Source: an optimization exercise on an open RTL-to-GDS flow (aim: small area, a short achievable clock period and few clock cycles per item). Production flows keep margins and buffers that such runs may drop.
Function was checked by simulation only, so behaviour that the tests miss may differ from the original.

<file path="flow/constraint.sdc">
create_clock -name core_clock -period 5.5 [get_ports {clk}]
set_input_delay 1.1000 -clock core_clock [delete_from_list [all_inputs] [get_ports {clk}]]
set_output_delay 1.1000 -clock core_clock [all_outputs]
set_load 0.01 [all_outputs]
</file>
<file path="flow/config.mk">
export PLATFORM = sky130hd
export DESIGN_NAME = matrixTpu
export DESIGN_NICKNAME = matrixTpu
export VERILOG_FILES = /design/flow/design.v
export SDC_FILE = /design/flow/constraint.sdc
export NUM_CORES = 4
export LEC_CHECK = 0
export ABC_CLOCK_PERIOD_IN_PS = 2200
export CAP_MARGIN = 20
export CORE_MARGIN = 2
export CORE_UTILIZATION = 40
export CTS_CLUSTER_DIAMETER = 100
export CTS_CLUSTER_SIZE = 30
export SETUP_SLACK_MARGIN = 3.2
export SLEW_MARGIN = 20
</file>
<file path="flow/design.v">
`timescale 1ns/1ps
package tpuPkg;
    localparam int WrReqWidth  = 14;
    localparam int ResultWidth = 71;
endpackage
`timescale 1ns/1ps
module mulCsa (
    input  logic [7:0]  w,
    input  logic [3:0]  one,
    input  logic [3:0]  two,
    input  logic [2:0]  neg,
    output logic [15:0] s,
    output logic [15:0] c
);
    logic s1;
    logic c2;
    assign s1 = (((one[0] & w[4]) | (two[0] & w[3])) ^ neg[0]) ^ (((one[1] & w[2]) | (two[1] & w[1])) ^ neg[1]);
    assign c2 = (((one[0] & w[4]) | (two[0] & w[3])) ^ neg[0]) & (((one[1] & w[2]) | (two[1] & w[1])) ^ neg[1]);
    logic s3;
    logic c4;
    assign s3 = (((one[0] & w[5]) | (two[0] & w[4])) ^ neg[0]) ^ (((one[1] & w[3]) | (two[1] & w[2])) ^ neg[1]);
    assign c4 = (((one[0] & w[5]) | (two[0] & w[4])) ^ neg[0]) & (((one[1] & w[3]) | (two[1] & w[2])) ^ neg[1]);
    logic s5;
    logic c6;
    assign s5 = (((one[0] & w[6]) | (two[0] & w[5])) ^ neg[0]) ^ (((one[1] & w[4]) | (two[1] & w[3])) ^ neg[1]) ^ (((one[2] & w[2]) | (two[2] & w[1])) ^ neg[2]);
    assign c6 = ((((one[0] & w[6]) | (two[0] & w[5])) ^ neg[0]) & (((one[1] & w[4]) | (two[1] & w[3])) ^ neg[1])) | ((((one[0] & w[6]) | (two[0] & w[5])) ^ neg[0]) & (((one[2] & w[2]) | (two[2] & w[1])) ^ neg[2])) | ((((one[1] & w[4]) | (two[1] & w[3])) ^ neg[1]) & (((one[2] & w[2]) | (two[2] & w[1])) ^ neg[2]));
    logic s7;
    logic c8;
    assign s7 = (((one[0] & w[7]) | (two[0] & w[6])) ^ neg[0]) ^ (((one[1] & w[5]) | (two[1] & w[4])) ^ neg[1]) ^ (((one[2] & w[3]) | (two[2] & w[2])) ^ neg[2]);
    assign c8 = ((((one[0] & w[7]) | (two[0] & w[6])) ^ neg[0]) & (((one[1] & w[5]) | (two[1] & w[4])) ^ neg[1])) | ((((one[0] & w[7]) | (two[0] & w[6])) ^ neg[0]) & (((one[2] & w[3]) | (two[2] & w[2])) ^ neg[2])) | ((((one[1] & w[5]) | (two[1] & w[4])) ^ neg[1]) & (((one[2] & w[3]) | (two[2] & w[2])) ^ neg[2]));
    logic s9;
    logic c10;
    assign s9 = ~(((one[0] & w[7]) | (two[0] & w[7])) ^ neg[0]) ^ (((one[1] & w[6]) | (two[1] & w[5])) ^ neg[1]) ^ (((one[2] & w[4]) | (two[2] & w[3])) ^ neg[2]);
    assign c10 = (~(((one[0] & w[7]) | (two[0] & w[7])) ^ neg[0]) & (((one[1] & w[6]) | (two[1] & w[5])) ^ neg[1])) | (~(((one[0] & w[7]) | (two[0] & w[7])) ^ neg[0]) & (((one[2] & w[4]) | (two[2] & w[3])) ^ neg[2])) | ((((one[1] & w[6]) | (two[1] & w[5])) ^ neg[1]) & (((one[2] & w[4]) | (two[2] & w[3])) ^ neg[2]));
    logic s11;
    logic c12;
    assign s11 = (((one[1] & w[7]) | (two[1] & w[6])) ^ neg[1]) ^ (((one[2] & w[5]) | (two[2] & w[4])) ^ neg[2]);
    assign c12 = (((one[1] & w[7]) | (two[1] & w[6])) ^ neg[1]) & (((one[2] & w[5]) | (two[2] & w[4])) ^ neg[2]);
    logic s13;
    logic c14;
    assign s13 = ~(((one[1] & w[7]) | (two[1] & w[7])) ^ neg[1]) ^ (((one[2] & w[6]) | (two[2] & w[5])) ^ neg[2]);
    assign c14 = ~(((one[1] & w[7]) | (two[1] & w[7])) ^ neg[1]) & (((one[2] & w[6]) | (two[2] & w[5])) ^ neg[2]);
    logic s15;
    logic c16;
    assign s15 = (((one[0] & w[2]) | (two[0] & w[1])) ^ neg[0]) ^ (((one[1] & w[0]) | (two[1] & 1'b0)) ^ neg[1]);
    assign c16 = (((one[0] & w[2]) | (two[0] & w[1])) ^ neg[0]) & (((one[1] & w[0]) | (two[1] & 1'b0)) ^ neg[1]);
    logic s17;
    logic c18;
    assign s17 = (((one[0] & w[3]) | (two[0] & w[2])) ^ neg[0]) ^ (((one[1] & w[1]) | (two[1] & w[0])) ^ neg[1]);
    assign c18 = (((one[0] & w[3]) | (two[0] & w[2])) ^ neg[0]) & (((one[1] & w[1]) | (two[1] & w[0])) ^ neg[1]);
    logic s19;
    logic c20;
    assign s19 = (((one[2] & w[0]) | (two[2] & 1'b0)) ^ neg[2]) ^ neg[2] ^ s1;
    assign c20 = ((((one[2] & w[0]) | (two[2] & 1'b0)) ^ neg[2]) & neg[2]) | ((((one[2] & w[0]) | (two[2] & 1'b0)) ^ neg[2]) & s1) | (neg[2] & s1);
    logic s21;
    logic c22;
    assign s21 = (((one[2] & w[1]) | (two[2] & w[0])) ^ neg[2]) ^ s3 ^ c2;
    assign c22 = ((((one[2] & w[1]) | (two[2] & w[0])) ^ neg[2]) & s3) | ((((one[2] & w[1]) | (two[2] & w[0])) ^ neg[2]) & c2) | (s3 & c2);
    logic s23;
    logic c24;
    assign s23 = ((one[3] & w[0]) | (two[3] & 1'b0)) ^ s5 ^ c4;
    assign c24 = (((one[3] & w[0]) | (two[3] & 1'b0)) & s5) | (((one[3] & w[0]) | (two[3] & 1'b0)) & c4) | (s5 & c4);
    logic s25;
    logic c26;
    assign s25 = ((one[3] & w[1]) | (two[3] & w[0])) ^ s7 ^ c6;
    assign c26 = (((one[3] & w[1]) | (two[3] & w[0])) & s7) | (((one[3] & w[1]) | (two[3] & w[0])) & c6) | (s7 & c6);
    logic s27;
    logic c28;
    assign s27 = ((one[3] & w[2]) | (two[3] & w[1])) ^ s9 ^ c8;
    assign c28 = (((one[3] & w[2]) | (two[3] & w[1])) & s9) | (((one[3] & w[2]) | (two[3] & w[1])) & c8) | (s9 & c8);
    logic s29;
    logic c30;
    assign s29 = ((one[3] & w[3]) | (two[3] & w[2])) ^ s11 ^ c10;
    assign c30 = (((one[3] & w[3]) | (two[3] & w[2])) & s11) | (((one[3] & w[3]) | (two[3] & w[2])) & c10) | (s11 & c10);
    logic s31;
    logic c32;
    assign s31 = ((one[3] & w[4]) | (two[3] & w[3])) ^ s13 ^ c12;
    assign c32 = (((one[3] & w[4]) | (two[3] & w[3])) & s13) | (((one[3] & w[4]) | (two[3] & w[3])) & c12) | (s13 & c12);
    logic s33;
    logic c34;
    assign s33 = (((one[2] & w[7]) | (two[2] & w[6])) ^ neg[2]) ^ ((one[3] & w[5]) | (two[3] & w[4])) ^ c14;
    assign c34 = ((((one[2] & w[7]) | (two[2] & w[6])) ^ neg[2]) & ((one[3] & w[5]) | (two[3] & w[4]))) | ((((one[2] & w[7]) | (two[2] & w[6])) ^ neg[2]) & c14) | (((one[3] & w[5]) | (two[3] & w[4])) & c14);
    logic s35;
    logic c36;
    assign s35 = ~(((one[2] & w[7]) | (two[2] & w[7])) ^ neg[2]) ^ ((one[3] & w[6]) | (two[3] & w[5]));
    assign c36 = ~(((one[2] & w[7]) | (two[2] & w[7])) ^ neg[2]) & ((one[3] & w[6]) | (two[3] & w[5]));
    assign s[0] = (((one[0] & w[0]) | (two[0] & 1'b0)) ^ neg[0]);
    assign c[0] = neg[0];
    assign s[1] = (((one[0] & w[1]) | (two[0] & w[0])) ^ neg[0]);
    assign c[1] = 1'b0;
    assign s[2] = neg[1];
    assign c[2] = s15;
    assign s[3] = s17;
    assign c[3] = c16;
    assign s[4] = s19;
    assign c[4] = c18;
    assign s[5] = s21;
    assign c[5] = c20;
    assign s[6] = s23;
    assign c[6] = c22;
    assign s[7] = s25;
    assign c[7] = c24;
    assign s[8] = s27;
    assign c[8] = c26;
    assign s[9] = s29;
    assign c[9] = c28;
    assign s[10] = s31;
    assign c[10] = c30;
    assign s[11] = s33;
    assign c[11] = c32;
    assign s[12] = s35;
    assign c[12] = c34;
    assign s[13] = ((one[3] & w[7]) | (two[3] & w[6]));
    assign c[13] = c36;
    assign s[14] = ~((one[3] & w[7]) | (two[3] & w[7]));
    assign c[14] = 1'b0;
    assign s[15] = 1'b0;
    assign c[15] = 1'b0;
endmodule
`timescale 1ns/1ps
module matrixTpu (
    input  logic         clk,
    input  logic         rst,
    input  logic [13:0]  wrReq,     
    input  logic         start,
    output logic         busy,
    output logic [70:0]  result,    
    output logic         done
);
    logic       wrEn, wrSel;
    logic [3:0] wrAddr;
    logic [7:0] wrData;
    assign wrData = wrReq[7:0];
    assign wrAddr = wrReq[11:8];
    assign wrSel  = wrReq[12];
    assign wrEn   = wrReq[13];
    logic bsy;
    logic wAcc, aAcc, startAcc;
    assign wAcc     = wrEn && !bsy && !wrSel;
    assign aAcc     = wrEn && !bsy &&  wrSel;
    assign startAcc = start && !bsy;
    logic [7:0] wMem [0:15];
    logic [6:0] aMem [0:15];
    always_ff @(posedge clk) begin
        if (wAcc) wMem[wrAddr] <= wrData;
        if (aAcc) aMem[wrAddr] <= wrData[6:0];
    end
    logic [3:0] vld;        
    logic [3:0] pend;       
    logic       bldG;       
    logic [1:0] curR, nxtK;
    logic [1:0] ptr;        
    logic [1:0] rk;         
    logic       inj, injRep;
    logic [1:0] injRow, injK;
    assign injRep = bsy && !vld[ptr] && !pend[ptr];
    assign inj    = aAcc || injRep;
    assign injRow = bsy ? ptr : wrAddr[3:2];
    assign injK   = bsy ? rk  : wrAddr[1:0];
    logic        r0v;
    logic [1:0]  r0r, r0k;
    logic [3:0]  r0one, r0two;    
    logic [2:0]  r0neg;
    logic [31:0] r0w;
    logic        p1v;
    logic [1:0]  p1r, p1k;
    logic        p1fresh;    
    logic [63:0] p1s, p1c;
    logic        cmpl;      
    assign cmpl = p1v && p1k == 2'd3 && pend[p1r];
    localparam logic [1:0] InWork = 2'd3;
    logic [1:0] hold [0:3];
    logic [1:0] wRow;       
    logic       wHeld;      
    logic [2:0] used;
    logic       copy;       
    logic [1:0] freeS;
    assign wHeld = vld[wRow] && hold[wRow] == InWork;
    always_comb begin
        for (int t = 0; t < 3; t++) begin
            used[t] = 1'b0;
            for (int r = 0; r < 4; r++) begin
                if (vld[r] && hold[r] == t) used[t] = 1'b1;
            end
        end
    end
    assign freeS = !used[0] ? 2'd0 : !used[1] ? 2'd1 : 2'd2;
    assign copy  = wHeld && !(&used);
    always_ff @(posedge clk) begin
        if (copy) hold[wRow] <= freeS;
        if (cmpl) begin
            hold[p1r] <= InWork;
            wRow      <= p1r;
        end
    end
    always_ff @(posedge clk or posedge rst) begin
        if (rst) begin
            vld  <= '0;
            pend <= '0;
            bldG <= 1'b0;
            curR <= '0;
            nxtK <= '0;
            r0v  <= 1'b0;
            p1v  <= 1'b0;
            rk   <= '0;
        end else begin
            r0v <= inj;
            p1v <= r0v;
            if (injRep) rk <= rk + 2'd1;
            if (p1v && wHeld && !copy) begin
                vld[wRow] <= 1'b0;
            end
            if (cmpl) begin
                pend[p1r] <= 1'b0;
                vld[p1r]  <= 1'b1;
            end
            if (inj) begin
                vld[injRow]  <= 1'b0;
                pend[injRow] <= 1'b0;
                if (injK == 2'd0) begin
                    bldG <= 1'b1;
                    curR <= injRow;
                    nxtK <= 2'd1;
                end else if (bldG && injRow == curR && injK == nxtK) begin
                    if (injK == 2'd3) begin
                        bldG         <= 1'b0;
                        pend[injRow] <= 1'b1;
                    end else begin
                        nxtK <= injK + 2'd1;
                    end
                end else begin
                    bldG <= 1'b0;
                end
            end
            if (wAcc) begin
                vld  <= '0;
                pend <= '0;
                bldG <= 1'b0;
            end
        end
    end
    logic [6:0] injA;
    logic [7:0] ax;
    logic [3:0] dOne, dTwo;
    logic [2:0] dNeg;
    assign injA = bsy ? aMem[{ptr, rk}] : wrData[6:0];
    assign ax   = {1'b0, injA};
    always_comb begin
        for (int i = 0; i < 4; i++) begin
            logic b2, b1, b0;
            b2 = ax[2*i+1];
            b1 = ax[2*i];
            b0 = (i == 0) ? 1'b0 : ax[2*i-1];
            dOne[i] = b1 ^ b0;
            dTwo[i] = (b2 & !b1 & !b0) | (!b2 & b1 & b0);
            if (i < 3) dNeg[i] = b2;
        end
    end
    always_ff @(posedge clk) begin
        r0r <= injRow;
        r0k <= injK;
        r0one <= dOne;
        r0two <= dTwo;
        r0neg <= dNeg;
        for (int c = 0; c < 4; c++) begin
            r0w[c*8 +: 8] <= wMem[injK*4 + c];
        end
        p1r <= r0r;
        p1k <= r0k;
        p1fresh <= (r0k == 2'd0);
    end
    for (genvar c = 0; c < 4; c++) begin : gMul
        logic [15:0] s, cy;
        mulCsa mul_inst (
            .w   (r0w[c*8 +: 8]),
            .one (r0one),
            .two (r0two),
            .neg (r0neg),
            .s   (s),
            .c   (cy)
        );
        always_ff @(posedge clk) begin
            p1s[c*16 +: 16] <= s;
            p1c[c*16 +: 16] <= cy;
        end
    end
    localparam logic [16:0] FreshBase = 17'd44032;
    logic [67:0] ws;                
    logic [15:0] wc;                
    logic [67:0] wsNew;
    logic [15:0] wcNew;
    for (genvar c = 0; c < 4; c++) begin : gAcc
        logic [16:0] bs, ps, pc, x, y;
        logic [4:1]  bc;
        assign bs = p1fresh ? FreshBase : ws[c*17 +: 17];
        assign bc = p1fresh ? 4'd0      : wc[c*4 +: 4];
        assign ps = {1'b0, p1s[c*16 +: 16]};
        assign pc = {1'b0, p1c[c*16 +: 16]};
        assign x = bs ^ ps ^ pc;
        assign y = {(bs[15:0] & ps[15:0]) | (bs[15:0] & pc[15:0]) | (ps[15:0] & pc[15:0]), 1'b0};
        assign {wcNew[c*4 + 0], wsNew[c*17 +  0 +: 4]} = {1'b0, x[3:0]}   + {1'b0, y[3:0]};
        assign {wcNew[c*4 + 1], wsNew[c*17 +  4 +: 4]} = {1'b0, x[7:4]}   + {1'b0, y[7:4]}   + {4'd0, bc[1]};
        assign {wcNew[c*4 + 2], wsNew[c*17 +  8 +: 4]} = {1'b0, x[11:8]}  + {1'b0, y[11:8]}  + {4'd0, bc[2]};
        assign {wcNew[c*4 + 3], wsNew[c*17 + 12 +: 4]} = {1'b0, x[15:12]} + {1'b0, y[15:12]} + {4'd0, bc[3]};
        assign wsNew[c*17 + 16] = x[16] ^ y[16] ^ bc[4];
    end
    always_ff @(posedge clk) begin
        if (p1v) begin
            ws <= wsNew;
            wc <= wcNew;
        end
    end
    logic [63:0] fin;
    logic [63:0] slot [0:2];
    for (genvar c = 0; c < 4; c++) begin : gFin
        logic [16:0] sum;
        assign sum = ws[c*17 +: 17] + {wc[c*4 + 3], 3'd0, wc[c*4 + 2], 3'd0,
                                       wc[c*4 + 1], 3'd0, wc[c*4 + 0], 4'd0};
        assign fin[c*16 +: 16] = sum[16] ? 16'd0 : sum[15:0];    
    end
    always_ff @(posedge clk) begin
        if (copy) slot[freeS] <= fin;
    end
    logic        outValid, doneR;
    logic [1:0]  outRow;
    logic [63:0] outData;
    logic        emit, rowOk;
    logic [1:0]  src;
    assign rowOk = vld[ptr];
    assign src   = hold[ptr];
    assign emit = bsy ? rowOk
                      : (startAcc && rowOk && !wAcc && !(aAcc && wrAddr[3:2] == 2'd0));
    always_ff @(posedge clk or posedge rst) begin
        if (rst) begin
            bsy      <= 1'b0;
            ptr      <= '0;
            outValid <= 1'b0;
            outRow   <= '0;
            doneR    <= 1'b0;
        end else begin
            outValid <= emit;
            doneR    <= emit && ptr == 2'd3;
            if (emit) begin
                outRow <= ptr;
                ptr    <= ptr + 2'd1;
            end
            if (startAcc) bsy <= 1'b1;
            if (emit && ptr == 2'd3) bsy <= 1'b0;
        end
    end
    always_ff @(posedge clk) begin
        outData <= (src == InWork) ? fin : slot[src];
    end
    assign busy   = bsy;
    assign done   = doneR;
    assign result = {outValid, outRow,
                     1'b0, outData[63:48], 1'b0, outData[47:32],
                     1'b0, outData[31:16], 1'b0, outData[15:0]};
endmodule
</file>
<file path="flow/run.sh">
#!/bin/bash
# synth_recipe.tcl (not shown) runs the flow's synth.tcl, then flattens the netlist and writes it again
# the make line also repeats each setting of config.mk as NAME=value (left out here)
make -C /OpenROAD-flow-scripts/flow DESIGN_CONFIG=/design/flow/config.mk WORK_HOME=/design/flow/orfs CLKGATE_MAP_FILE= SYNTH_SCRIPT=/design/flow/synth_recipe.tcl finish
</file>
==> impl_metrics.tcl, run 1 <==
set metrics [dict create \
    cp_data_required_time_ns 6.05 \
    wirelength_um 78200 \
    reg2reg_depth 7 \
    finalClockSkew_ns 0.0376 \
    fp.dieH_um 299 \
    setup_tns_ns 0 \
    num_vias 20518 \
    finalCritPeriodShare_pct 45.3 \
    grt_max_degree 66 \
    cp-start-kind "flop" \
    rows 108 \
    cts_buffer_depth 3 \
    drive_gt1_share_pct 26.5 \
    drc_errors 0 \
    final_common_cell "edfxtp_1" \
    drt-wirelength-per-cell_um 19.7 \
    hold_viol_final 0 \
    start_util_pct 40.2 \
    first_pass_iters 5 \
    hold_buffers 0 \
    end_kind "flop" \
    worstMarginPinSlew_ns 0.874 \
    numPortBuffers 85 \
    synth-async-reset-ratio_pct 3.10 \
    htreeDepth 2 \
    syn_area_sq_um 34800 \
    clock_latency_ns 0.61 \
    path_buf_inv 3 \
    root_buffer "clkbuf_16" \
    fillCellCount 7472 \
    avgSynthCellArea_sq_um 13.5 \
    synthCells 2569 \
    use_met3_pct 2.33 \
    crit_fanout 7 \
    die_area_sq_um 89300 \
    grt_pass1_vias 21213 \
    rsz0062_at_grt "yes" \
    first_iter_violations 1470 \
    ant_nets 0 \
    core-area_sq_um 86500 \
    place.gp.congestion 0.803 \
    grt_use_met1_pct 22.2 \
    path_cells "buf_12 > buf_16 > buf_12 > mux4_2 > mux4_2 > mux2_4 > ha_4" \
    top_usage_layer "met2" \
    grt_pass1_wl_um 121000 \
    final_util_pct 48.3 \
    placed_area_sq_um 37000 \
    nets 3037 \
    antenna_found_initial 2 \
    gr-total-overflow 0 \
    final_area_sq_um 41800 \
    grtUsageTotal_pct 17.1 \
    synthFlopType "edfxtp_1" \
    via_per_inst 5.16 \
    cap_violations 0 \
    hpwl_um 47100 \
    synth_cell_types 64 \
    maxSlewHeadroom_pct 41.8 \
    hold_class "flop to flop" \
    met2_usage_pct 30.1 \
    final_cell_mix "edfxtp_1, nand2_1, dfxtp_1" \
    slew_violations 0 \
    register_area_sq_um 20900 \
    clkTransAtPathRegs_ns 0.12 \
    synth_edf_count 518 \
    fmax_mhz 402 \
    status "finished clean" \
    min_period_ns 2.49 \
    finalSetupViolCount 0 \
    crit_arrival_ns 3.04 \
    multi_input_area_sq_um 14300 \
    cpMaxStageDelayCell "dfrtp_4" \
    ys_seq_elements 774 \
    crit_cells 7 \
    yosys_warnings 1 \
    io_pins 90 \
    clock-sinks 774 \
    areaGrowthSynthToFinish_pct 20.2 \
    die_w_um 299 \
    crit_type "flop to flop" \
    tritoncts "yes" \
    slowest_delay_ns 0.57 \
    hold_path_depth 0 \
    yosysSeqAreaShare_pct 59.8 \
    numCtsBuffers 34 \
    crit_family "multiplexers" \
]
-- cell type report --
cell class | instances | area share [%]
Sequential cell | 774 | 49.9
Clock buffer | 50 | 2.23
Inverter | 179 | 1.66
Timing Repair Buffer | 329 | 7.95
Clock inverter | 12 | 0.410
Multi-Input combinational cell | 1474 | 34.3
Antenna cell | 2 | 0.0120
Timing Repair inverter | 3 | 0.0569
Tap cell | 1155 | 3.46
-- per-stage QoR --
stage / instances / hold WS (ns) / setup WS (ns)
4_1_cts: 3902 / 0.342 / 2.98
6_report: 3978 / 0.340 / 3.01
3_5_place_dp: 3700 / 0.314 / 1.60
3_3_place_gp: 3700 / 0.316 / 1.67
5_1_grt: 3977 / 0.353 / 2.94
2_1_floorplan: 2572 / 0.310 / 2.97
-- kinds of logic after synthesis --
| logic type | Yosys count | share of synthesized area, % |
|---|---|---|
| other cells | 1 | 0.0108 |
| flops | 774 | 59.8 |
| xor+xnor | 192 | 4.92 |
| buf+inv | 327 | 3.81 |
| compound gates | 359 | 7.32 |
| fa+ha+maj | 225 | 10.7 |
| mux | 99 | 5.18 |
| simple gates | 592 | 8.22 |
-- final timing paths --
| kind | from | end | slack [ns] |
|---|---|---|---|
| setup / recovery | rk[0] | r0one[3] | 3.01 |
| hold / removal | r0r[0] | p1r[0] | 0.34 |
| setup reg to reg | rk[0] | r0one[3] | 3.01 |
| hold reg to reg | r0r[0] | p1r[0] | 0.34 |
| max in group asynchronous | rst | p1v | 4.32 |
| min in group asynchronous | rst | doneR | 0.72 |
-- cells in the mapped netlist (45+ instances only) --
| cell | number | area, sq um |
|---|---|---|
| nor2_1 | 87 | 327 |
| inv_1 | 179 | 672 |
| edfxtp_1 | 518 | 15600 |
| o21ai_0 | 45 | 225 |
| nor2b_1 | 97 | 607 |
| fa_1 | 120 | 2400 |
| mux4_2 | 52 | 1170 |
| xor2_1 | 67 | 587 |
| xnor2_1 | 121 | 1060 |
| clkbuf_1 | 97 | 364 |
| a22oi_1 | 86 | 646 |
| ha_1 | 105 | 1310 |
| nand2_1 | 243 | 912 |
| dfxtp_1 | 232 | 4640 |
| a21oi_1 | 56 | 280 |
-- registers in the layout, indices dropped and copies added, names as in the netlist, 8 cells and up, named ones only --
| register | count |
|---|---|
| outData | 64 |
| wMem | 128 |
| aMem | 112 |
| gAcc.pc | 49 |
| slot | 192 |
| wc | 16 |
| ws | 68 |
| r0w | 32 |
| gAcc.ps | 57 |
| hold | 8 |
-- per-layer routing --
| metal | vias up | wire [um] |
|---|---|---|
| met1 | 10398 | 33300 |
| met5 | - | 12 |
| met3 | 116 | 3620 |
| met2 | 492 | 39300 |
| met4 | 2 | 1980 |
| li1 | 9510 | - |
-- timing repair --
action                                 4_1_cts  5_1_grt
pin swaps                                  100      110
gates cloned                                13        4
gates resized for setup                    495      194
setup endpoints to repair                  887      488
buffers inserted                           127       69
endpoints found under the hold margin        0        0
Testbench counts, summed over its fixed seeds: cycles 2,944, jobs 128.
==> run 2: changes to the inputs <==
--- a/flow/config.mk
+++ b/flow/config.mk
@@ -5,6 +5,7 @@
 export SDC_FILE = /design/flow/constraint.sdc
 export NUM_CORES = 4
 export LEC_CHECK = 0
+export ABC_AREA = 1
 export ABC_CLOCK_PERIOD_IN_PS = 2200
 export CAP_MARGIN = 20
 export CORE_MARGIN = 2
==> run 2 against run 1 <==
Final area is 0.11% lower. Synthesized cell count rose by 33%. Core utilization shrank 1.9 points. Critical path depth grew 1. Sequential cell count unchanged. Sequential share of layout area rose by 0.087 points. Global-route usage rose by 1.4 points. Critical endpoint is now ws[26]. Highest routed layer is now met4.
==> impl_metrics.tcl, run 2 <==
set metrics [dict create \
    status "finished clean" \
    crit_arrival_ns 2.87 \
    ys_seq_elements 774 \
    clock-sinks 774 \
    finalClockSkew_ns 0.0581 \
    crit_fanout 7 \
    synth_top_area_share_pct 43.0 \
    synthFlopType "edfxtp_1" \
    synth.top_cells.by_count "edfxtp_1, nand2_1, inv_1" \
    cap_violations 0 \
    io_pins 90 \
    die_w_um 305 \
    grt_pass1_vias 23453 \
    core-area_sq_um 89900 \
    crit_type "flop to flop" \
    hold_buffers 0 \
    fillCellCount 8234 \
    rows 110 \
    hpwl_um 52500 \
    grt_pass1_wl_um 135000 \
    yosys.area.top_type "edfxtp_1" \
    fmax_mhz 397 \
    top_usage_layer "met2" \
    reg.largest.list "slot x192, wMem x128, aMem x112" \
    numPortBuffers 85 \
    antenna_found_initial 1 \
    largest-register "slot" \
    drc_errors 0 \
    place.gp.congestion 0.820 \
    syn_area_sq_um 36200 \
    via_per_inst 5.14 \
    maxSlewHeadroom_pct 37.8 \
    grt_use_met1_pct 25.2 \
    grt_max_degree 65 \
    nets 3758 \
    clkTransAtPathRegs_ns 0.11 \
    yosysMostFrequentCell "edfxtp_1" \
    use_met3_pct 2.04 \
    synth-async-reset-ratio_pct 3.10 \
    final_cell_mix "edfxtp_1, nand2_1, inv_1" \
    wirelength_um 88400 \
    slew_violations 0 \
    cp-start-kind "flop" \
    hold_class "flop to flop" \
    setup_tns_ns 0 \
    areaGrowthSynthToFinish_pct 15.4 \
    grtUsageTotal_pct 18.5 \
    ant_nets 0 \
    synth_cell_types 46 \
    numCtsBuffers 35 \
    finalSetupViolCount 0 \
    cp_data_required_time_ns 5.85 \
    first_pass_iters 7 \
    first_iter_violations 1809 \
    cp-startpoint "p1fresh" \
    drt-wirelength-per-cell_um 18.7 \
    worstHoldStart "r0r[0]" \
    fp.dieH_um 305 \
    min_period_ns 2.52 \
    synth_edf_count 518 \
    yosysSeqAreaShare_pct 57.5 \
    htreeDepth 2 \
    yosys_warnings 1 \
    dp.cells 4549 \
    hold_slack_ns 0.337 \
    tritoncts "yes" \
    avgSynthCellArea_sq_um 10.6 \
    finalCritPeriodShare_pct 45.8 \
    reg2reg_from "p1fresh" \
    worstMarginPinSlew_ns 0.932 \
    drive_gt1_share_pct 15.3 \
    final_common_cell "edfxtp_1" \
    start_util_pct 40.2 \
    rsz0062_at_grt "yes" \
    synthTopCellsByArea "edfxtp_1, dfxtp_1, fa_1, nand2_1, inv_1" \
    synthCells 3405 \
    cts_buffer_depth 3 \
    num_vias 24246 \
    hold_viol_final 0 \
    end_kind "flop" \
    gr-total-overflow 0 \
    met2_usage_pct 30.9 \
    die_area_sq_um 92800 \
    clock_latency_ns 0.64 \
    root_buffer "clkbuf_16" \
    largest_reg_flops 192 \
    stdcell_count 4719 \
]
run 2: critical path: stages, from the launching register on:
cell	delay [ns]
dfxtp_4	0.44
buf_12	0.12
buf_16	0.15
nor2_4	0.04
fa_1	0.52
inv_2	0.04
fa_2	0.37
fa_2	0.53
inv_1	0.04
run 2: final timing paths:
| check | end | slack [ns] | cells after the start |
|---|---|---|---|
| min reg2reg | p1r[0] | 0.34 | 0 |
| max in group asynchronous | p1v | 3.85 | 2 |
| max reg2reg | ws[26] | 2.98 | 8 |
| min | p1r[0] | 0.34 | 0 |
| min in group asynchronous | bldG | 0.98 | 2 |
| max | ws[26] | 2.98 | 8 |
run 2: cell families (layout without fill, tap and decap cells):
| kind of cell | count (synthesis) | count (layout) | share of synthesized area [%] |
|---|---|---|---|
| AOI/OAI and AO/OA | 523 | 525 | 7.94 |
| xor gates and xnor gates | 173 | 173 | 4.38 |
| adders and majority gates | 225 | 225 | 10.3 |
| buffers and inverters | 558 | 687 | 6.33 |
| DFF | 774 | 774 | 57.5 |
| other | 1 | 5 | 0.0104 |
| and+or+nand+nor | 1151 | 1154 | 13.6 |
run 2: cell type report:
type | count | area (sq um) | area share (%)
Antenna cell | 1 | 2.50 | 0.00600
Clock inverter | 12 | 183 | 0.438
Tap cell | 1176 | 1470 | 3.53
Timing Repair Buffer | 211 | 2320 | 5.56
Sequential cell | 774 | 20900 | 50.0
Timing Repair inverter | 6 | 63.8 | 0.153
Multi-Input combinational cell | 2081 | 14200 | 34.1
Inverter | 407 | 1610 | 3.87
Clock buffer | 51 | 978 | 2.34
run 2: metal layers:
layer / wire length, um / vias to the layer above
met5: 0 / -
met4: 2790 / 0
met3: 4370 / 120
met2: 41900 / 625
met1: 39300 / 11828
li1: - / 11673
run 2: timing repair:
item,4_1_cts,5_1_grt
cloned,15,6
gates resized for setup,455,150
hold endpoints to repair,0,0
setup endpoints to repair,849,508
setup buffers,52,33
pin swaps,43,50
run 2: per-stage QoR:
step / util [%] / setup WS, ns / cell area, sq um
floorplan: - / 2.07 / 36500
global placement: 42.6 / 1.76 / 38300
detailed placement: 42.6 / 1.80 / 38300
CTS: 45.5 / 3.00 / 40900
global route: 46.4 / 2.93 / 41700
finish: 46.4 / 2.98 / 41700
==> run 3: changes to the inputs <==
--- a/flow/config.mk
+++ b/flow/config.mk
@@ -5,7 +5,6 @@
 export SDC_FILE = /design/flow/constraint.sdc
 export NUM_CORES = 4
 export LEC_CHECK = 0
-export ABC_AREA = 1
 export ABC_CLOCK_PERIOD_IN_PS = 2200
 export CAP_MARGIN = 20
 export CORE_MARGIN = 2
@@ -14,3 +13,4 @@
 export CTS_CLUSTER_SIZE = 30
 export SETUP_SLACK_MARGIN = 3.2
 export SLEW_MARGIN = 20
+export TNS_END_PERCENT = 10
==> run 3 against run 2 <==
Still clean. Sequential share of layout area increased by 1.6 points. Final area down 3.2%. Die area fell by 3.9%. Sequential cell count stayed put. Worst setup slack lost 0.046 ns. Cell count down 17%. Non-clock buffer count is 61 higher. Core utilization increased by 0.27 points. Critical path type is now primary input to flop. Critical endpoint is now aMem[0][5]. Largest cell class unchanged.
==> impl_metrics.tcl, run 3 <==
set metrics [dict create \
    fp.dieH_um 299 \
    numCtsBuffers 31 \
    cp_data_required_time_ns 5.81 \
    top_layer "met5" \
    yosys_warnings 1 \
    final_util_pct 46.7 \
    drive_gt1_share_pct 17.9 \
    largest_reg_flops 192 \
    yosys.area.top_type "edfxtp_1" \
    hold_class "flop to flop" \
    slowest_delay_ns 0.63 \
    synthFlopType "edfxtp_1" \
    slew_violations 0 \
    cap_violations 0 \
    cp-start-kind "primary input" \
    wl_met1_um 33500 \
    core-area_sq_um 86500 \
    synth_cell_types 64 \
    hpwl_um 46600 \
    clock_latency_ns 0.68 \
    tritoncts "yes" \
    reg.largest.list "slot x192, wMem x128, aMem x112" \
    ys_seq_elements 774 \
    placed_area_sq_um 36900 \
    synth_edf_count 518 \
    synth-async-reset-ratio_pct 3.10 \
    maxSlewHeadroom_pct 35.2 \
    hold_viol_final 0 \
    synth.top_cells.by_count "edfxtp_1, nand2_1, dfxtp_1" \
    die_w_um 299 \
    clkTransAtPathRegs_ns 0.11 \
    fmax_mhz 390 \
    crit_fanout 7 \
    start_util_pct 40.2 \
    drt-wirelength-per-cell_um 19.1 \
    min_period_ns 2.56 \
    die_area_sq_um 89300 \
    grt_pass1_wl_um 119000 \
    status "finished clean" \
    worstHoldStart "r0r[0]" \
    final_common_cell "edfxtp_1" \
    grt_pass1_vias 21001 \
    htreeDepth 1 \
    areaGrowthSynthToFinish_pct 16.2 \
    finalClockSkew_ns 0.0708 \
    first_pass_iters 7 \
    reg2reg_from "ws[55]" \
    synth_top_area_share_pct 44.8 \
    finalCritPeriodShare_pct 46.6 \
    io_pins 90 \
    hold_buffers 0 \
    final_cell_mix "edfxtp_1, nand2_1, dfxtp_1" \
    rows 108 \
    drc_errors 0 \
    met3_length_um 2610 \
    yosysMostFrequentCell "edfxtp_1" \
    ant_nets 0 \
    root_buffer "clkbuf_16" \
    via_per_inst 5.12 \
    antenna_found_initial 2 \
    cts_buffer_depth 3 \
    synthCells 2569 \
    largest-register "slot" \
    clock-sinks 774 \
    syn_area_sq_um 34800 \
    final_area_sq_um 40400 \
    synthTopCellsByArea "edfxtp_1, dfxtp_1, fa_1, ha_1, mux4_2" \
    yosysSeqAreaShare_pct 59.8 \
    fillCellCount 7585 \
    dr_wl_met2_um 37300 \
    finalSetupViolCount 0 \
    gr-total-overflow 0 \
    numPortBuffers 85 \
    end_kind "flop" \
    crit_arrival_ns 2.87 \
    avgSynthCellArea_sq_um 13.5 \
    hold_slack_ns 0.341 \
    num_vias 20044 \
    nets 2975 \
    cp-startpoint "wrReq[12]" \
    crit_type "primary input to flop" \
    path_cells "clkdlybuf4s50_1 > nand2_1 > nor2_1 > nand2_1 > nor2_1" \
    grtUsageTotal_pct 16.7 \
    wirelength_um 74900 \
    place.gp.congestion 0.762 \
    first_iter_violations 1203 \
    setup_tns_ns 0 \
    cpMaxStageDelayCell "nor2_1" \
    rsz0062_at_grt "yes" \
    grt_max_degree 66 \
    worstMarginPinSlew_ns 0.969 \
]
[run 3: through the flow]
step	setup slack, ns	cells
3_3_place_gp	1.26	3703
6_report	2.94	3914
5_1_grt	2.87	3914
3_5_place_dp	1.28	3703
4_1_cts	2.93	3879
2_1_floorplan	2.97	2572
[run 3: area by class of cell]
type / count / area (sq um) / area share [%]
timing repair buffer: 272 / 2850 / 7.05
antenna: 1 / 2.50 / 0.00620
tap: 1155 / 1450 / 3.58
multi-input combinational: 1473 / 13600 / 33.7
clock buffer: 52 / 875 / 2.17
timing repair inverter: 2 / 12.5 / 0.0310
inverter: 179 / 683 / 1.69
sequential: 774 / 20800 / 51.6
clock inverter: 6 / 85.1 / 0.211
[run 3: final timing paths]
| kind | endpoint | slack, ns | depth (start not counted) |
|---|---|---|---|
| max in group asynchronous | p1v | 3.93 | 2 |
| min in group asynchronous | outValid | 0.90 | 2 |
| worst min register to register | p1r[0] | 0.34 | 0 |
| worst max register to register | outData[58] | 2.96 | 11 |
| worst min-delay path | p1r[0] | 0.34 | 0 |
| worst max-delay path | aMem[0][5] | 2.94 | 5 |
[run 3: routing by layer]
layer	track usage, %	up-vias
li1	-	9392
met1	22.2	10181
met2	29.3	374
met5	0	-
met4	4.01	2
met3	1.77	95
[run 3: cell families after synthesis]
kind of cell,count (synthesis),synth area share (%)
AND/OR/NAND/NOR,592,8.22
XOR/XNOR,192,4.92
flip-flops,774,59.8
other,1,0.0108
multiplexers,99,5.18
AO/OA/AOI/OAI,359,7.32
buffers and inverters,327,3.81
adder cells (fa/ha/maj),225,10.7
[run 3: worst max-delay path, delay by kind of cell]
family	cells	cell delay, ns
buffers and inverters	1	0.58
AND/OR/NAND/NOR	4	1.19
[run 3: timing repair]
item | CTS | global route
hold endpoints to repair | 0 | 0
buffers inserted | 103 | 32
gates cloned | 15 | 2
setup endpoints to repair | 844 | 814
pin swaps | 66 | 21
gates resized for setup | 322 | 50
==> run 4: changes to the inputs <==
--- a/flow/config.mk
+++ b/flow/config.mk
@@ -8,9 +8,8 @@
 export ABC_CLOCK_PERIOD_IN_PS = 2200
 export CAP_MARGIN = 20
 export CORE_MARGIN = 2
-export CORE_UTILIZATION = 40
+export CORE_UTILIZATION = 55
 export CTS_CLUSTER_DIAMETER = 100
 export CTS_CLUSTER_SIZE = 30
 export SETUP_SLACK_MARGIN = 3.2
 export SLEW_MARGIN = 20
-export TNS_END_PERCENT = 10
==> run 4 against run 3 <==
Non-clock buffer count is 39 higher. Core utilization is 19 points higher. Cell count is 6.9% lower.
==> impl_metrics.tcl, run 4 <==
set metrics [dict create \
    status "finished clean" \
    cp_data_required_time_ns 5.86 \
    final_common_cell "edfxtp_1" \
    crit_family "adder cells" \
    grt_max_degree 68 \
    yosys.area.top_type "edfxtp_1" \
    tritoncts "yes" \
    diodes 0 \
    fmax_mhz 396 \
    drive_gt1_share_pct 25.2 \
    clkTransAtPathRegs_ns 0.12 \
    grt_pass1_vias 20821 \
    hpwl_um 48300 \
    synth_edf_count 518 \
    top_usage_layer "met2" \
    fillCellCount 4580 \
    synth_top_area_share_pct 44.8 \
    areaGrowthSynthToFinish_pct 18.8 \
    r2r_slack_ns 2.97 \
    hold_class "flop to flop" \
    gr-total-overflow 0 \
    met2_usage_pct 41.1 \
    hold_slack_ns 0.337 \
    path_cells "buf_12 > buf_6 > buf_12 > nor2b_4 > fa_1 > inv_2 > fa_2 > inv_2 > fa_2 > a21o_1 > a21o_1" \
    setup_tns_ns 0 \
    clock-sinks 774 \
    synth_cell_types 64 \
    io_pins 90 \
    cts_buffer_depth 3 \
    die_area_sq_um 65200 \
    rows 92 \
    ant_nets 0 \
    final_cell_mix "edfxtp_1, nand2_1, dfxtp_1" \
    clock_latency_ns 0.59 \
    wirelength_um 78500 \
    root_buffer "clkbuf_16" \
    synthTopCellsByArea "edfxtp_1, dfxtp_1, fa_1, ha_1, mux4_2" \
    finalCritPeriodShare_pct 45.9 \
    synth.top_cells.by_count "edfxtp_1, nand2_1, dfxtp_1" \
    use_met3_pct 2.30 \
    final_util_pct 65.8 \
    finalClockSkew_ns 0.0215 \
    drc_errors 0 \
    antenna_found_initial 1 \
    slew_violations 0 \
    worstHoldStart "r0r[0]" \
    cpMaxStageDelayCell "fa_1" \
    synthCells 2569 \
    ys_seq_elements 774 \
    start_util_pct 55.4 \
    synth-async-reset-ratio_pct 3.10 \
    largest-register "slot" \
    yosys_warnings 1 \
    via_per_inst 5.60 \
    die_w_um 255 \
    min_period_ns 2.53 \
    largest_reg_flops 192 \
    hold_path_depth 0 \
    nets 3017 \
    fp.dieH_um 255 \
    numCtsBuffers 34 \
    num_vias 20416 \
    first_pass_iters 5 \
    crit_fanout 6 \
    syn_area_sq_um 34800 \
    drt-wirelength-per-cell_um 21.5 \
    min_to "p1r[0]" \
    path_buf_inv 5 \
    maxSlewHeadroom_pct 34.2 \
    yosysMostFrequentCell "edfxtp_1" \
    grtUsageTotal_pct 23.7 \
    regToRegEndpoint "wc[5]" \
    avgSynthCellArea_sq_um 13.5 \
    synthFlopType "edfxtp_1" \
    cp-start-kind "flop" \
    htreeDepth 2 \
    numPortBuffers 85 \
    rsz0062_at_grt "yes" \
    finalSetupViolCount 0 \
    crit_type "flop to flop" \
    place.gp.congestion 0.797 \
    slowest_delay_ns 0.42 \
    yosysSeqAreaShare_pct 59.8 \
    crit_arrival_ns 2.89 \
    worstMarginPinSlew_ns 0.984 \
    hold_viol_final 0 \
    grt_use_met1_pct 32.4 \
    reg2reg_from "p1fresh" \
    cap_violations 0 \
    reg.largest.list "slot x192, wMem x128, aMem x112" \
    grt_pass1_wl_um 121000 \
    first_iter_violations 1339 \
    core-area_sq_um 62700 \
    reg2reg_depth 11 \
    end_kind "flop" \
]
-- run 4: worst max path at each step --
| stage | depth (start not counted) | to | slack (ns) | from |
|---|---|---|---|---|
| 2_1_floorplan | 4 | slot[1][0] | 2.97 | wRow[0] |
| 3_3_place_gp | 6 | nxtK[1] | 1.81 | wrReq[9] |
| 6_report | 11 | wc[5] | 2.97 | p1fresh |
| 4_1_cts | 11 | wc[5] | 2.98 | p1fresh |
| 3_5_place_dp | 6 | nxtK[1] | 1.72 | wrReq[9] |
| 5_1_grt | 11 | wc[5] | 2.91 | p1fresh |
-- run 4: per-stage QoR --
| stage | area [sq um] | cells | setup slack (ns) |
|---|---|---|---|
| 6_report | 41300 | 3644 | 2.97 |
| 5_1_grt | 41300 | 3644 | 2.91 |
| 4_1_cts | 40200 | 3582 | 2.98 |
| 3_5_place_dp | 36700 | 3394 | 1.72 |
| 3_3_place_gp | 36700 | 3394 | 1.81 |
| 2_1_floorplan | 35300 | 2572 | 2.97 |
-- run 4: final cells by class --
class / instances / area (sq um) / area share [%]
multi-input combinational: 1473 / 14200 / 34.4
timing repair buffer: 311 / 3380 / 8.19
clock buffer: 49 / 971 / 2.35
inverter: 179 / 682 / 1.65
clock inverter: 10 / 116 / 0.282
tap: 846 / 1060 / 2.56
timing repair inverter: 2 / 15.0 / 0.0364
sequential: 774 / 20900 / 50.5
-- run 4: cell families after synthesis --
family / Yosys count / share of synthesized area (%)
AO/OA/AOI/OAI: 359 / 7.32
XOR/XNOR: 192 / 4.92
adder cells (fa/ha/maj): 225 / 10.7
buffers and inverters: 327 / 3.81
flip-flops: 774 / 59.8
multiplexers: 99 / 5.18
other: 1 / 0.0108
AND/OR/NAND/NOR: 592 / 8.22
-- run 4: routing by layer --
layer | part of all wire [%] | up-vias
li1 | - | 9484
met1 | 44 | 10441
met2 | 51 | 407
met3 | 3.6 | 84
met4 | 2.0 | 0
met5 | 0 | -
-- run 4: what timing repair did --
action                     4_1_cts  5_1_grt
resized for setup              467      218
hold buffers                     0        0
setup buffers                  113       61
pin swaps                      101       94
setup endpoints to repair      848      516
cloned                          16        1
==> run 5: changes to the inputs <==
--- a/flow/config.mk
+++ b/flow/config.mk
@@ -8,7 +8,7 @@
 export ABC_CLOCK_PERIOD_IN_PS = 2200
 export CAP_MARGIN = 20
 export CORE_MARGIN = 2
-export CORE_UTILIZATION = 55
+export CORE_UTILIZATION = 30
 export CTS_CLUSTER_DIAMETER = 100
 export CTS_CLUSTER_SIZE = 30
 export SETUP_SLACK_MARGIN = 3.2
==> run 5 against run 4 <==
Still clean on timing, DRC and antenna. Cell count rose by 18%. Sequential share of layout area fell by 0.43 points. Critical endpoint is now ws[13].
==> impl_metrics.tcl, run 5 <==
set metrics [dict create \
    cp-start-kind "flop" \
    finalClockSkew_ns 0.0438 \
    first_pass_iters 5 \
    numPortBuffers 85 \
    yosys_warnings 1 \
    yosysSeqAreaShare_pct 59.8 \
    crit_fanout 7 \
    avgSynthCellArea_sq_um 13.5 \
    dp_worst_setup_slack_ns 1.55 \
    finalCritPeriodShare_pct 46.2 \
    hold_slack_ns 0.338 \
    synthTopCellsByArea "edfxtp_1, dfxtp_1, fa_1, ha_1, mux4_2" \
    synthCells 2569 \
    synth_top_area_share_pct 44.8 \
    tritoncts "yes" \
    cap_violations 0 \
    hold_viol_final 0 \
    synth-async-reset-ratio_pct 3.10 \
    ys_seq_elements 774 \
    status "finished clean" \
    nets 2991 \
    clock_latency_ns 0.62 \
    met3_length_um 2570 \
    synth_edf_count 518 \
    largest_reg_flops 192 \
    slew_violations 0 \
    hpwl_um 46500 \
    yosys.area.top_type "edfxtp_1" \
    ant_nets 0 \
    io_pins 90 \
    fillCellCount 10887 \
    cpMaxStageDelayCell "dfxtp_4" \
    areaGrowthSynthToFinish_pct 19.9 \
    worst_slack_ns 2.96 \
    die_w_um 344 \
    rows 124 \
    finalSetupViolCount 0 \
    dr_wl_met2_um 37800 \
    fp.dieH_um 344 \
    antenna_found_initial 0 \
    cts_buffer_depth 3 \
    gr-total-overflow 0 \
    largest-register "slot" \
    place.gp.congestion 0.755 \
    end_kind "flop" \
    clock-sinks 774 \
    maxSlewHeadroom_pct 31.1 \
    grt_pass1_vias 20362 \
    setup_tns_ns 0 \
    root_buffer "clkbuf_16" \
    synth_cell_types 64 \
    grtUsageTotal_pct 12.5 \
    syn_area_sq_um 34800 \
    cp_data_required_time_ns 5.89 \
    grt_pass1_wl_um 117000 \
    wl_met1_um 33600 \
    final_common_cell "edfxtp_1" \
    fmax_mhz 393 \
    yosysMostFrequentCell "edfxtp_1" \
    clkTransAtPathRegs_ns 0.11 \
    drt-wirelength-per-cell_um 17.6 \
    dp.cells 4059 \
    htreeDepth 2 \
    drc_errors 0 \
    top_layer "met4" \
    final_cell_mix "edfxtp_1, nand2_1, dfxtp_1" \
    num_vias 19997 \
    stdcell_count 4289 \
    start_util_pct 30.3 \
    wirelength_um 75700 \
    register_area_sq_um 20900 \
    hold_class "flop to flop" \
    grt_max_degree 68 \
    multi_input_area_sq_um 14100 \
    crit_type "flop to flop" \
    first_iter_violations 1344 \
    drive_gt1_share_pct 25.2 \
    synth.top_cells.by_count "edfxtp_1, nand2_1, dfxtp_1" \
    die_area_sq_um 119000 \
    via_per_inst 4.66 \
    path_cells "buf_6 > buf_8 > nor2b_4 > fa_1 > inv_1 > fa_2 > fa_2 > inv_1" \
    crit_arrival_ns 2.93 \
    rsz0062_at_grt "yes" \
    hold_buffers 0 \
    core-area_sq_um 115000 \
    synthFlopType "edfxtp_1" \
    reg.largest.list "slot x192, wMem x128, aMem x112" \
    min_period_ns 2.54 \
    worstMarginPinSlew_ns 1.03 \
    numCtsBuffers 34 \
    slowest_delay_ns 0.53 \
]
run 5: final timing paths:
| kind | from | end | slack (ns) | cells past startpoint |
|---|---|---|---|---|
| worst max-delay path | p1fresh | ws[13] | 2.96 | 8 |
| worst min-delay path | r0r[1] | p1r[1] | 0.34 | 0 |
| worst max register to register | p1fresh | ws[13] | 2.96 | 8 |
| worst min register to register | r0r[1] | p1r[1] | 0.34 | 0 |
| max in group asynchronous | rst | p1v | 3.79 | 2 |
| min in group asynchronous | rst | vld[2] | 1.00 | 2 |
run 5: kinds of logic after synthesis:
family	after synthesis	share of synthesized area, %
compound gates	359	7.32
xor+xnor	192	4.92
fa+ha+maj	225	10.7
buf+inv	327	3.81
flops	774	59.8
mux	99	5.18
other cells	1	0.0108
simple gates	592	8.22
run 5: final cells by class:
class	count	share of cell area (%)
Sequential cell	774	50.1
Multi-Input combinational cell	1472	33.8
Timing Repair Buffer	288	7.27
Tap cell	1512	4.54
Clock buffer	51	2.20
Inverter	179	1.64
Clock inverter	11	0.417
Antenna cell	2	0.0120
run 5: what timing repair did:
| action | 4_1_cts | 5_1_grt |
|---|---|---|
| cloned | 9 | 4 |
| buffers inserted | 95 | 58 |
| gates resized for setup | 515 | 192 |
| pin swaps | 78 | 90 |
| setup endpoints to repair | 811 | 624 |
run 5: per-stage QoR:
stage / cell area (sq um) / utilization, %
finish: 41700 / 36.3
global route: 41700 / 36.3
CTS: 40700 / 35.5
detailed placement: 37500 / 32.7
global placement: 37500 / 32.7
floorplan: 35300 / -
run 5: routing by layer:
layer | up-vias | track usage [%]
li1 | 9432 | -
met1 | 10162 | 16.4
met2 | 328 | 21.6
met3 | 75 | 1.62
met4 | 0 | 3.64
met5 | - | 0
run 5: worst max-delay path: cells and delay by family, from the launching register on:
| family | cells | cell delay [ns] |
|---|---|---|
| adder cells (fa/ha/maj) | 3 | 1.37 |
| buffers and inverters | 4 | 0.36 |
| flip-flops | 1 | 0.53 |
| AND/OR/NAND/NOR | 1 | 0.04 |
==> run 6: changes to the inputs <==
--- a/flow/config.mk
+++ b/flow/config.mk
@@ -8,8 +8,8 @@
 export ABC_CLOCK_PERIOD_IN_PS = 2200
 export CAP_MARGIN = 20
 export CORE_MARGIN = 2
-export CORE_UTILIZATION = 30
+export CORE_UTILIZATION = 40
 export CTS_CLUSTER_DIAMETER = 100
 export CTS_CLUSTER_SIZE = 30
-export SETUP_SLACK_MARGIN = 3.2
+export SETUP_SLACK_MARGIN = 3.0
 export SLEW_MARGIN = 20
==> run 6 against run 5 <==
Clock-buffer cell count decreased by 1. Via count up 0.45%. Cell count down 9.1%. First-iteration DRC count is 1.0% lower. Wire length shrank 0.80%. Clock skew decreased by 0.0022 ns. Largest cell class unchanged.
==> impl_metrics.tcl, run 6 <==
set metrics [dict create \
    status "finished clean" \
    fillCellCount 7717 \
    hpwl_um 47000 \
    cap_violations 0 \
    synthFlopType "edfxtp_1" \
    path_cells "buf_12 > buf_6 > buf_12 > buf_16 > nand2b_4 > fa_2 > fa_2 > fa_2 > inv_2" \
    hold_buffers 0 \
    via_per_inst 5.15 \
    gr-total-overflow 0 \
    final_common_cell "edfxtp_1" \
    clock_latency_ns 0.67 \
    first_iter_violations 1330 \
    num_vias 20087 \
    synthTopCellsByArea "edfxtp_1, dfxtp_1, fa_1, ha_1, mux4_2" \
    fp.dieH_um 299 \
    synth-compound-area-share_pct 7.32 \
    synth_cell_types 64 \
    setup_tns_ns 0 \
    yosys_warnings 1 \
    first_pass_iters 5 \
    yosysMostFrequentCell "edfxtp_1" \
    ant_nets 0 \
    fmax_mhz 380 \
    synthXorXnorAreaFrac_pct 4.92 \
    die_area_sq_um 89300 \
    hold_slack_ns 0.341 \
    synth-async-reset-ratio_pct 3.10 \
    synth_top_area_share_pct 44.8 \
    io_pins 90 \
    htreeDepth 1 \
    hold_class "flop to flop" \
    numPortBuffers 85 \
    worstMarginPinSlew_ns 0.916 \
    core-area_sq_um 86500 \
    synth.top_cells.by_count "edfxtp_1, nand2_1, dfxtp_1" \
    synth_edf_count 518 \
    register_area_sq_um 20800 \
    clkTransAtPathRegs_ns 0.11 \
    die_w_um 299 \
    rows 108 \
    yosys.area.top_type "edfxtp_1" \
    finalCritPeriodShare_pct 47.8 \
    min_period_ns 2.63 \
    cts_buffer_depth 3 \
    largest_reg_flops 192 \
    crit_fanout 6 \
    grt_max_degree 67 \
    diodes 0 \
    place.gp.congestion 0.784 \
    final_util_pct 46.6 \
    ys_seq_elements 774 \
    cp_data_required_time_ns 5.92 \
    reg.largest.list "slot x192, wMem x128, aMem x112" \
    clock-sinks 774 \
    drt-wirelength-per-cell_um 19.3 \
    maxSlewHeadroom_pct 38.9 \
    hold_viol_final 0 \
    tritoncts "yes" \
    path_buf_inv 5 \
    wirelength_um 75100 \
    yosys.area_share.simple_pct 8.22 \
    finalClockSkew_ns 0.0417 \
    grt_pass1_wl_um 118000 \
    grtUsageTotal_pct 16.5 \
    rsz0062_at_grt "yes" \
    root_buffer "clkbuf_16" \
    numCtsBuffers 31 \
    cpMaxStageDelayCell "fa_2" \
    areaGrowthSynthToFinish_pct 16.0 \
    grt_pass1_vias 20806 \
    nets 2961 \
    start_util_pct 40.2 \
    drive_gt1_share_pct 18.4 \
    end_kind "flop" \
    multi_input_area_sq_um 13700 \
    largest-register "slot" \
    antenna_found_initial 1 \
    worst_slack_ns 2.87 \
    cp-start-kind "flop" \
    crit_type "flop to flop" \
    final_cell_mix "edfxtp_1, nand2_1, dfxtp_1" \
    avgSynthCellArea_sq_um 13.5 \
    yosysSeqAreaShare_pct 59.8 \
    drc_errors 0 \
    slowest_delay_ns 0.54 \
    crit_arrival_ns 3.05 \
    synth_adder_area_share_pct 10.7 \
    dp_worst_setup_slack_ns 1.63 \
    syn_area_sq_um 34800 \
    synth_top_family_by_area "adder cells" \
    synthCells 2569 \
    crit_top_cell "fa_2" \
    slew_violations 0 \
    crit_family "adder cells" \
    muxShareOfSynthArea_pct 5.18 \
    finalSetupViolCount 0 \
]
## run 6: what timing repair did
item | CTS | global route
gates resized for setup | 264 | 121
setup endpoints to repair | 742 | 459
setup buffers | 77 | 51
pin swaps | 47 | 69
cloned | 8 | 4
## run 6: path summary, 6_finish.rpt
check                      cells past startpoint    start  slack [ns]      to
max                                            9  p1fresh        2.87  ws[39]
max in group asynchronous                      2      rst        3.90     bsy
min                                            0   r0r[0]        0.34  p1r[0]
min in group asynchronous                      2      rst        0.94  vld[0]
min reg2reg                                    0   r0r[0]        0.34  p1r[0]
max reg2reg                                    9  p1fresh        2.87  ws[39]
## run 6: per-stage QoR
stage | instances | instance area (sq um)
after floorplan | 2572 | 34900
after global placement | 3701 | 36800
after detailed placement | 3701 | 36800
after CTS | 3844 | 39300
after global routing | 3899 | 40300
final | 3899 | 40300
## run 6: area by class of cell
type | count | share of cell area, %
well taps | 1155 | 3.59
inverters | 179 | 1.69
clock inverters | 8 | 0.239
multi-input cells | 1472 | 34.0
flip-flops and latches | 774 | 51.7
repair inverters | 1 | 0.0186
repair buffers | 260 | 6.63
clock buffers | 50 | 2.15
## run 6: cells by family after synthesis
kind of cell / count (synthesis)
flops: 774
simple gates: 592
compound gates: 359
buf+inv: 327
fa+ha+maj: 225
xor+xnor: 192
mux: 99
other cells: 1
## run 6: worst register-to-register path, stage by stage, from the launching register on
cell	delay, ns
dfxtp_4	0.40
buf_12	0.14
buf_6	0.11
buf_12	0.13
buf_16	0.14
nand2b_4	0.16
fa_2	0.36
fa_2	0.36
fa_2	0.54
inv_2	0.04
## run 6: routing by layer
metal | up-vias | wire, um | global-route usage (%)
met5 | - | 7 | 0
met2 | 441 | 37700 | 29.4
met3 | 96 | 3100 | 1.68
met1 | 10194 | 32800 | 21.9
li1 | 9354 | - | -
met4 | 2 | 1490 | 3.30
==> run 7: changes to the inputs <==
--- a/flow/config.mk
+++ b/flow/config.mk
@@ -5,11 +5,12 @@
 export SDC_FILE = /design/flow/constraint.sdc
 export NUM_CORES = 4
 export LEC_CHECK = 0
+export ABC_AREA = 1
 export ABC_CLOCK_PERIOD_IN_PS = 2200
 export CAP_MARGIN = 20
 export CORE_MARGIN = 2
 export CORE_UTILIZATION = 40
 export CTS_CLUSTER_DIAMETER = 100
 export CTS_CLUSTER_SIZE = 30
-export SETUP_SLACK_MARGIN = 3.0
+export SETUP_SLACK_MARGIN = 3.3
 export SLEW_MARGIN = 20
==> run 7 against run 6 <==
Still clean. Non-clock buffer count down 59. Cell count up 21%. Die area up 4.0%. Global-route usage up 1.7 points. Maximum frequency up 7.1%. Largest cell class unchanged.
==> impl_metrics.tcl, run 7 <==
set metrics [dict create \
    die_area_sq_um 92800 \
    fmax_mhz 408 \
    clkTransAtPathRegs_ns 0.11 \
    yosysMostFrequentCell "edfxtp_1" \
    cp-startpoint "p1fresh" \
    grt_pass1_vias 23225 \
    path_buf_inv 4 \
    cp_data_required_time_ns 5.86 \
    num_vias 24078 \
    cap_violations 0 \
    hpwl_um 53100 \
    crit_type "flop to flop" \
    via_per_inst 5.12 \
    root_buffer "clkbuf_16" \
    start_util_pct 40.2 \
    grt_pass1_wl_um 134000 \
    largest-register "slot" \
    synthCells 3405 \
    synth_edf_count 518 \
    gr-total-overflow 0 \
    clock_latency_ns 0.60 \
    cp-start-kind "flop" \
    fillCellCount 8244 \
    cts_buffer_depth 3 \
    yosys_warnings 1 \
    largest_reg_flops 192 \
    io_pins 90 \
    maxSlewHeadroom_pct 33.4 \
    synth_top_area_share_pct 43.0 \
    tritoncts "yes" \
    numCtsBuffers 34 \
    drc_errors 0 \
    finalSetupViolCount 0 \
    numPortBuffers 85 \
    hold_viol_final 0 \
    core-area_sq_um 89900 \
    cpMaxStageDelayCell "fa_2" \
    synthFlopType "edfxtp_1" \
    crit_fanout 4 \
    avgSynthCellArea_sq_um 10.6 \
    hold_buffers 0 \
    stdcell_count 4702 \
    path_cells "buf_8 > buf_6 > nor2_4 > fa_1 > inv_1 > fa_2 > fa_2 > inv_2" \
    crit_top_cell "fa_2" \
    crit_arrival_ns 2.82 \
    final_common_cell "edfxtp_1" \
    hold_class "flop to flop" \
    grtUsageTotal_pct 18.2 \
    rsz0062_at_grt "yes" \
    reg2reg_from "p1fresh" \
    rows 110 \
    clock-sinks 774 \
    synth.top_cells.by_count "edfxtp_1, nand2_1, inv_1" \
    finalCritPeriodShare_pct 44.6 \
    setup_tns_ns 0 \
    drive_gt1_share_pct 14.4 \
    dp.cells 4554 \
    final_cell_mix "edfxtp_1, nand2_1, inv_1" \
    ys_seq_elements 774 \
    place.gp.congestion 0.841 \
    wirelength_um 85900 \
    antenna_found_initial 3 \
    final_area_sq_um 41200 \
    areaGrowthSynthToFinish_pct 14.0 \
    synth_cell_types 46 \
    reg.largest.list "slot x192, wMem x128, aMem x112" \
    finalClockSkew_ns 0.0437 \
    worstMarginPinSlew_ns 0.992 \
    min_period_ns 2.45 \
    ant_nets 0 \
    yosys.area.top_type "edfxtp_1" \
    slew_violations 0 \
    syn_area_sq_um 36200 \
    synth-async-reset-ratio_pct 3.10 \
    grt_max_degree 70 \
    first_iter_violations 2045 \
    worst_slack_ns 3.05 \
    dp_worst_setup_slack_ns 2.15 \
    nets 3742 \
    drt-wirelength-per-cell_um 18.3 \
    first_pass_iters 7 \
    status "finished clean" \
    htreeDepth 2 \
    crit_family "adder cells" \
    die_w_um 305 \
    worstHoldStart "r0r[1]" \
    end_kind "flop" \
    placed_area_sq_um 38400 \
    slowest_delay_ns 0.54 \
    fp.dieH_um 305 \
    yosysSeqAreaShare_pct 57.5 \
    synthTopCellsByArea "edfxtp_1, dfxtp_1, fa_1, nand2_1, inv_1" \
]
-- run 7: changes by cell type in the layout (fill, tap and decap cells not counted), moves of 85 or more --
| cell | before | now |
|---|---|---|
| o22ai_1 | 4 | 144 |
| xnor2_1 | 121 | 18 |
| a22oi_1 | 85 | 0 |
| nand3_1 | 23 | 253 |
| nand2_1 | 243 | 494 |
| o21ai_0 | 42 | 179 |
| inv_1 | 167 | 373 |
| nor2_1 | 32 | 220 |
-- run 7: worst register-to-register path, delay by kind of cell (launching register included) --
family / cells / cell delay [ns]
buffers and inverters: 4 / 0.38
DFF: 1 / 0.45
adders and majority gates: 3 / 1.35
and+or+nand+nor: 1 / 0.04
-- run 7: cells by family (layout without fill, tap and decap cells) --
| kind of cell | after synthesis | in the layout | synth area share, % |
|---|---|---|---|
| compound gates | 523 | 523 | 7.94 |
| xor+xnor | 173 | 173 | 4.38 |
| fa+ha+maj | 225 | 225 | 10.3 |
| buf+inv | 558 | 672 | 6.33 |
| flops | 774 | 774 | 57.5 |
| other cells | 1 | 5 | 0.0104 |
| simple gates | 1151 | 1154 | 13.6 |
-- run 7: path summary, 6_finish.rpt --
path	cells after the start	to	slack (ns)
min	0	p1r[1]	0.34
min in group asynchronous	2	outValid	0.98
max	8	ws[60]	3.05
min reg2reg	0	p1r[1]	0.34
max reg2reg	8	ws[60]	3.05
max in group asynchronous	2	p1v	3.86
-- run 7: repair_timing --
item | 4_1_cts | 5_1_grt
setup endpoints to repair | 846 | 642
buffers inserted | 43 | 27
gates cloned | 12 | 4
pin swaps | 19 | 9
gates resized for setup | 462 | 134
-- run 7: per-layer routing --
layer  vias to the layer above  share of wire, %  GRT usage [%]
li1                      11635                 -              -
met1                     11706                46           25.7
met2                       619                47           29.9
met3                       116               4.8           1.93
met4                         2               2.5           4.82
met5                         -             0.013              0
-- run 7: through the flow --
step | util, % | hold slack, ns
3_5_place_dp | 42.8 | 0.314
3_3_place_gp | 42.8 | 0.310
6_report | 45.9 | 0.340
2_1_floorplan | - | 0.310
4_1_cts | 45.0 | 0.341
5_1_grt | 45.9 | 0.357
-- run 7: cell type report --
type	count	area, sq um	share of cell area (%)
well taps	1176	1470	3.57
repair inverters	3	20.0	0.0486
multi-input cells	2079	14000	33.9
inverters	407	1620	3.94
repair buffers	201	2180	5.29
diodes	1	2.50	0.00607
flip-flops and latches	774	20900	50.7
clock inverters	9	121	0.294
clock buffers	52	940	2.28

static timing again, ports no longer ideal:
Ports are ideal in the flow. The routed layouts listed here were re-timed in OpenROAD. Step 1 assumes that a clkbuf_16 drives the clock port and a buf_2 every other input. Step 2 times the ports against the registers' clock, not the clock port: input delays grow and output delays shrink by t, the midpoint of the rising clock arrivals with the driver on. Three values: ideal, step 1, step 2; two values: the first two.
run | shift t [ns] | setup slack, ns | hold slack, ns | latest minus earliest clock arrival (ns) | pins driven straight from the clock port
run 1 | 0.655 | 3.011 / 3.011 / 2.596 | 0.340 / 0.340 / 0.340 | 0.038 / 0.038 | 1
run 2 | 0.662 | 2.984 / 2.984 / 2.566 | 0.337 / 0.337 / 0.337 | 0.075 / 0.074 | 1
run 3 | 0.707 | 2.938 / 2.957 / 2.267 | 0.341 / 0.341 / 0.341 | 0.075 / 0.074 | 1
run 4 | 0.645 | 2.973 / 2.973 / 2.585 | 0.337 / 0.337 / 0.337 | 0.022 / 0.023 | 1
run 5 | 0.665 | 2.958 / 2.958 / 2.556 | 0.338 / 0.338 / 0.338 | 0.054 / 0.054 | 1
run 6 | 0.714 | 2.871 / 2.871 / 2.342 | 0.341 / 0.341 / 0.341 | 0.044 / 0.044 | 1
run 7 | 0.643 | 3.046 / 3.046 / 2.752 | 0.340 / 0.340 / 0.340 | 0.049 / 0.049 | 1
After both steps setup and hold are still met in every run listed. For run 3, which loses most, drivers alone change the setup slack by +0.019 ns; drivers and shift together by -0.671 ns.
